This design comes from an exercise in tuning for small area on the open sky130 flow, not from production work.
The clock input has no modelled driver; a real chip could not lean on it and would need a root buffer or a full tree.
Power is estimated from default activity; no workload was simulated.

Setup of birch:
==> flow/design.v <==
`timescale 1ns/1ps
`default_nettype none
module sift_front_top (
    input  wire logic clk_100mhz,
    input  wire logic sys_rst,
    input  wire logic uart_rxd_i,
    input  wire logic send_req_i,
    output logic      uart_txd_o,
    output logic      frame_loaded_o,
    output logic      pyramid_done_o,
    output logic      busy_o
);
    function automatic logic [5:0] lfsr(input logic [5:0] v);
        lfsr = {v[4:0], ~(v[5] ^ v[4])};
    endfunction
    function automatic logic [1:0] jstep(input logic [1:0] v);
        jstep = {v[0], ~v[1]};
    endfunction
    logic       rxd_meta, rxd_sync;
    logic [4:0] rph;
    logic [5:0] rbaud;
    logic [7:0] rsh;
    logic       rx_wait, rx_stop, rx_data;
    logic       r9, r33, r0;
    logic       rstep, rkill;
    logic       rx_ok;       
    assign rx_wait = !rph[4] && !rph[0];
    assign rx_stop =  rph[4] && !rph[3];
    assign rx_data = !rx_wait && !rx_stop;
    assign r9      = (rbaud == 6'd9);      
    assign r33     = (rbaud == 6'd33);     
    assign r0      = (rbaud == 6'd0);
    assign rx_ok   = rx_stop && r9 && rxd_sync;
    assign rstep   = rx_wait ? (r33 && !rxd_sync) : r9;
    assign rkill   = sys_rst || (rx_wait ? (r33 || (r0 && rxd_sync)) : r9);
    always_ff @(posedge clk_100mhz) begin
        rxd_meta <= uart_rxd_i || sys_rst;
        rxd_sync <= rxd_meta || sys_rst;
        rbaud    <= rkill ? 6'd0 : lfsr(rbaud);
        if (sys_rst)    rph <= '0;
        else if (rstep) rph <= {rph[3:0], !rph[4]};
        if (rx_data && r9) rsh <= {rxd_sync, rsh[7:1]};
    end
    logic [7:0] ring [16];
    logic [3:0] ext;         
    logic       e2;          
    logic [3:0] ph;          
    logic [1:0] py, px;      
    logic       pdy, pdx;    
    logic       xl, yl;
    logic       hit;
    logic       pend;        
    logic       first;       
    logic       last;        
    logic       wr;
    logic [9:0] acc;
    logic [9:0] sum;
    logic [10:0] cy;
    logic [7:0] newv;
    logic [7:0] opnd;
    assign hit   = (ph == {py, px});
    assign xl    = (px == 2'b10);
    assign yl    = (py == 2'b10);
    assign first = !pdy && !pdx;
    assign last  =  pdy &&  pdx;
    assign wr    = pend && hit && (!first || rx_data);
    assign opnd  = wr ? rsh : 8'd0;
    assign acc   = (first && wr) ? 10'd0 : {e2 && last, ext[0], ring[0]};
    always_comb begin
        cy[0] = 1'b0;
        for (int i = 0; i < 10; i++) begin
            sum[i]  = acc[i] ^ (i < 8 ? opnd[i] : 1'b0) ^ cy[i];
            cy[i+1] = (acc[i] & (i < 8 ? opnd[i] : 1'b0)) | (cy[i] & (acc[i] ^ (i < 8 ? opnd[i] : 1'b0)));
        end
    end
    assign newv = (wr && last) ? sum[9:2] : sum[7:0];
    always_ff @(posedge clk_100mhz) begin
        for (int i = 0; i < 15; i++) ring[i] <= ring[i+1];
        ring[15] <= newv;
        ext      <= {sum[8], ext[3:1]};
        if (wr) e2 <= sum[9];
    end
    localparam logic [3:0] Q_STOP = 4'd9, Q_LEAD = 4'd10, Q_WA = 4'd11, Q_WB = 4'd12, Q_IDLE = 4'd15;
    logic [3:0] seq;
    logic [5:0] tb;
    logic       nb;
    logic       lastc;
    logic       term;
    assign lastc = xl && yl;
    assign term  = (tb == 6'd9 && (seq <= 4'd8 || seq == Q_WA)) ||
                   (seq == Q_LEAD && tb == 6'd3) ||
                   (seq == Q_STOP && tb == (lastc ? 6'd19 : 6'd38)) ||
                   (seq == Q_WB && tb == 6'd58);
    assign busy_o         = (seq <= Q_LEAD);
    assign frame_loaded_o = (seq == Q_WA) && (tb == 6'd1);
    assign pyramid_done_o = (seq == Q_WB) && term;
    always_ff @(posedge clk_100mhz) begin
        tb <= (sys_rst || seq == Q_IDLE || term) ? 6'd0 : lfsr(tb);
        if (sys_rst) begin
            seq        <= Q_IDLE;
            uart_txd_o <= 1'b1;
            ph         <= '0;
            py         <= '0;
            px         <= '0;
            pdy        <= 1'b0;
            pdx        <= 1'b0;
            pend       <= 1'b0;
        end else begin
            ph[1:0] <= jstep(ph[1:0]);
            if (ph[1:0] == 2'b10) ph[3:2] <= jstep(ph[3:2]);
            if (rx_ok) pend <= 1'b1;
            else if (wr) begin
                pend <= 1'b0;
                pdx  <= !pdx;
                if (pdx) begin
                    px <= jstep(px);
                    if (xl) begin
                        pdy <= !pdy;
                        if (pdy) py <= jstep(py);
                    end
                end
            end
            case (seq)
                Q_IDLE: begin
                    if (send_req_i)                  seq <= Q_LEAD;
                    else if (rx_ok && last && lastc) seq <= Q_WA;
                end
                Q_WA: if (term) seq <= Q_WB;
                Q_WB: if (term) seq <= send_req_i ? Q_LEAD : Q_IDLE;
                Q_LEAD: if (term) begin
                    seq        <= 4'd0;
                    uart_txd_o <= 1'b0;
                end
                Q_STOP: if (term) begin
                    px         <= jstep(px);
                    if (xl) py <= jstep(py);
                    seq        <= lastc ? Q_IDLE : 4'd0;
                    uart_txd_o <= lastc;
                end
                4'd8: if (term) begin
                    seq        <= Q_STOP;
                    uart_txd_o <= 1'b1;
                end
                default: if (term) begin
                    seq        <= seq + 1'b1;
                    uart_txd_o <= nb;
                end
            endcase
        end
    end
    always_ff @(posedge clk_100mhz) begin
        if (hit) nb <= ring[0][seq[2:0]];
    end
endmodule
`default_nettype wire
==> flow/config.mk <==
export PLATFORM = sky130hd
export DESIGN_NAME = sift_front_top
export DESIGN_NICKNAME = sift_front_top
export VERILOG_FILES = /design/flow/design.v
export SDC_FILE = /design/flow/constraint.sdc
export NUM_CORES = 4
export LEC_CHECK = 0
export CAP_MARGIN = 20
export CORE_MARGIN = 2
export CORE_UTILIZATION = 50
export CTS_BUF_LIST = sky130_fd_sc_hd__clkbuf_8
export CTS_CLUSTER_DIAMETER = 100
export CTS_CLUSTER_SIZE = 30
export SLEW_MARGIN = 20
==> flow/constraint.sdc <==
create_clock -name core_clock -period 10.0 [get_ports {clk_100mhz}]
set_input_delay 2.0000 -clock core_clock [delete_from_list [all_inputs] [get_ports {clk_100mhz}]]
set_output_delay 2.0000 -clock core_clock [all_outputs]
set_load 0.01 [all_outputs]
standard.sh (not shown) runs the stock make flow with config.mk's settings and CLKGATE_MAP_FILE= SYNTH_SCRIPT=/design/flow/synth_recipe.tcl, a recipe that flattens the netlist after the stock synthesis.
==> flow/flow/run.sh <==
#!/bin/bash
# The standard layout (the standard.sh, standard synthesis unchanged), with:
# - after floorplan, the logic between the registers re-mapped for area (flow/restructure.tcl);
# - after clock tree synthesis, the clock tree replaced by a flat one (flow/cts_post.tcl): the
#   clock port drives a root clock inverter, which drives six leaf inverters, each driving the
#   flip-flops of one sixth of the placement; logic gates get their smallest drive;
# - port buffers of the smallest size.
set -euo pipefail
here=$(pwd)
export FLOW_DIR_OWN="$here/flow"
export POST_FLOORPLAN_TCL="$here/flow/restructure.tcl"
export POST_CTS_TCL="$here/flow/cts_post.tcl"
export CTS_ARGS="-sink_clustering_enable -repair_clock_nets -dont_use_dummy_load -buf_list sky130_fd_sc_hd__clkbuf_8"
export BUFFER_PORTS_ARGS="-buffer_cell sky130_fd_sc_hd__buf_1"
bash standard.sh > standard.log 2>&1
==> flow/flow/filter_lib.py <==
"""Copy a liberty file without the given cells: filter_lib.py IN OUT CELL..."""
import re
import sys

src, dst, drop = sys.argv[1], sys.argv[2], set(sys.argv[3:])
text = open(src).read()
out = []
pos = 0
for m in re.finditer(r'^\s*cell\s*\(\s*"?([\w]+)"?\s*\)\s*\{', text, re.M):
    if m.start() < pos or m.group(1) not in drop:
        continue
    depth = 0
    i = m.end() - 1
    while True:
        c = text[i]
        if c == '{':
            depth += 1
        elif c == '}':
            depth -= 1
            if depth == 0:
                break
        i += 1
    out.append(text[pos:m.start()])
    pos = i + 1
out.append(text[pos:])
open(dst, 'w').write(''.join(out))
==> flow/flow/restructure.tcl <==
# After floorplan: re-map the logic between the registers for area with OpenROAD's
# restructure (ABC), from a copy of the library without the platform's don't-use cells.
# Registers are not touched.
set lib [lindex $::env(LIB_FILES) 0]
set wd $::env(RESULTS_DIR)/rmp
file mkdir $wd
set flib $wd/area.lib
exec python3 $::env(FLOW_DIR_OWN)/filter_lib.py $lib $flib {*}$::env(DONT_USE_CELLS)
report_design_area
restructure -target area -liberty_file $flib \
  -tielo_port sky130_fd_sc_hd__conb_1/LO -tiehi_port sky130_fd_sc_hd__conb_1/HI \
  -work_dir $wd -abc_logfile $wd/abc.log
report_design_area
file delete $flib
Other scripts of this flow, unchanged in this note and not shown: flow/flow/cts_post.tcl
Both conditions hold for birch: the flow ran to the end and the final layout passed the timing, design-rule and antenna checks.
For maple, these inputs were changed with respect to birch:
==> flow/flow/run.sh <==
#!/bin/bash
# The standard layout (the standard.sh, standard synthesis unchanged), with the clock
# tree replaced after clock tree synthesis by a flat one (flow/cts_post.tcl): the clock port
# drives a root clock inverter, which drives six leaf inverters, each driving the flip-flops
# of one sixth of the placement.
set -euo pipefail
here=$(pwd)
export POST_CTS_TCL="$here/flow/cts_post.tcl"
export CTS_ARGS="-sink_clustering_enable -repair_clock_nets -dont_use_dummy_load -buf_list sky130_fd_sc_hd__clkbuf_8"
export BUFFER_PORTS_ARGS="-buffer_cell sky130_fd_sc_hd__buf_1"
bash standard.sh > standard.log 2>&1
removed: flow/flow/filter_lib.py
removed: flow/flow/restructure.tcl
--- outcome ---
birch | stages: all done | timing, DRC, antenna: all pass
maple completed every stage of the flow, and the final layout passed the timing, design-rule and antenna checks.
Global-route wire length before repair went up by a few percent going from birch to maple.
[maple vs birch] layout overhead on the synthesized area: higher in maple
Relative to birch, the post-place setup slack of maple is higher by 0.66 ns.
Sort birch and maple by total vias in the final route, descending, and birch comes first.
Compared with birch, maple shows total wirelength of the detailed-routed design higher by about 6%.
Going from birch to maple, final-layout worst hold slack flat; power higher; net switching power figure went up 9.5%.
On routed length on met3: between birch and maple, it ends up higher for birch.
No functional check of the RTL was part of any run of this note. No run of this note takes its clock network from TritonCTS; it comes from the design's own scripts or RTL.

==> port drivers added, routing unchanged <==
How much do the figures lean on ideal ports? The routed layouts below were timed once more, with nothing changed but the port constraints. Step 1, drivers: a clkbuf_16 drives clk_100mhz and a buf_2 each remaining input, both assumed. Step 2 adds t to the input delays and takes it off the output delays; t is the mean of the earliest and latest rising clock arrival at the registers after step 1. Input paths then give back, and output paths get back, about the clock's delay inside the block. Three values: no drivers, after step 1, after step 2; two values: the first two.
run | t (ns) | slack for setup (ns) | hold WS [ns] | latest minus earliest clock arrival (ns) | slew at the worst register clock pin (ns)
birch | 0.315 | 4.828 / 4.828 / 4.828 | 0.326 / 0.326 / 0.326 | 0.019 / 0.019 | 0.12 / 0.12
maple | 0.337 | 4.882 / 4.882 / 4.882 | 0.325 / 0.325 / 0.325 | 0.018 / 0.018 | 0.12 / 0.12
After both steps setup and hold are still met in every run listed.
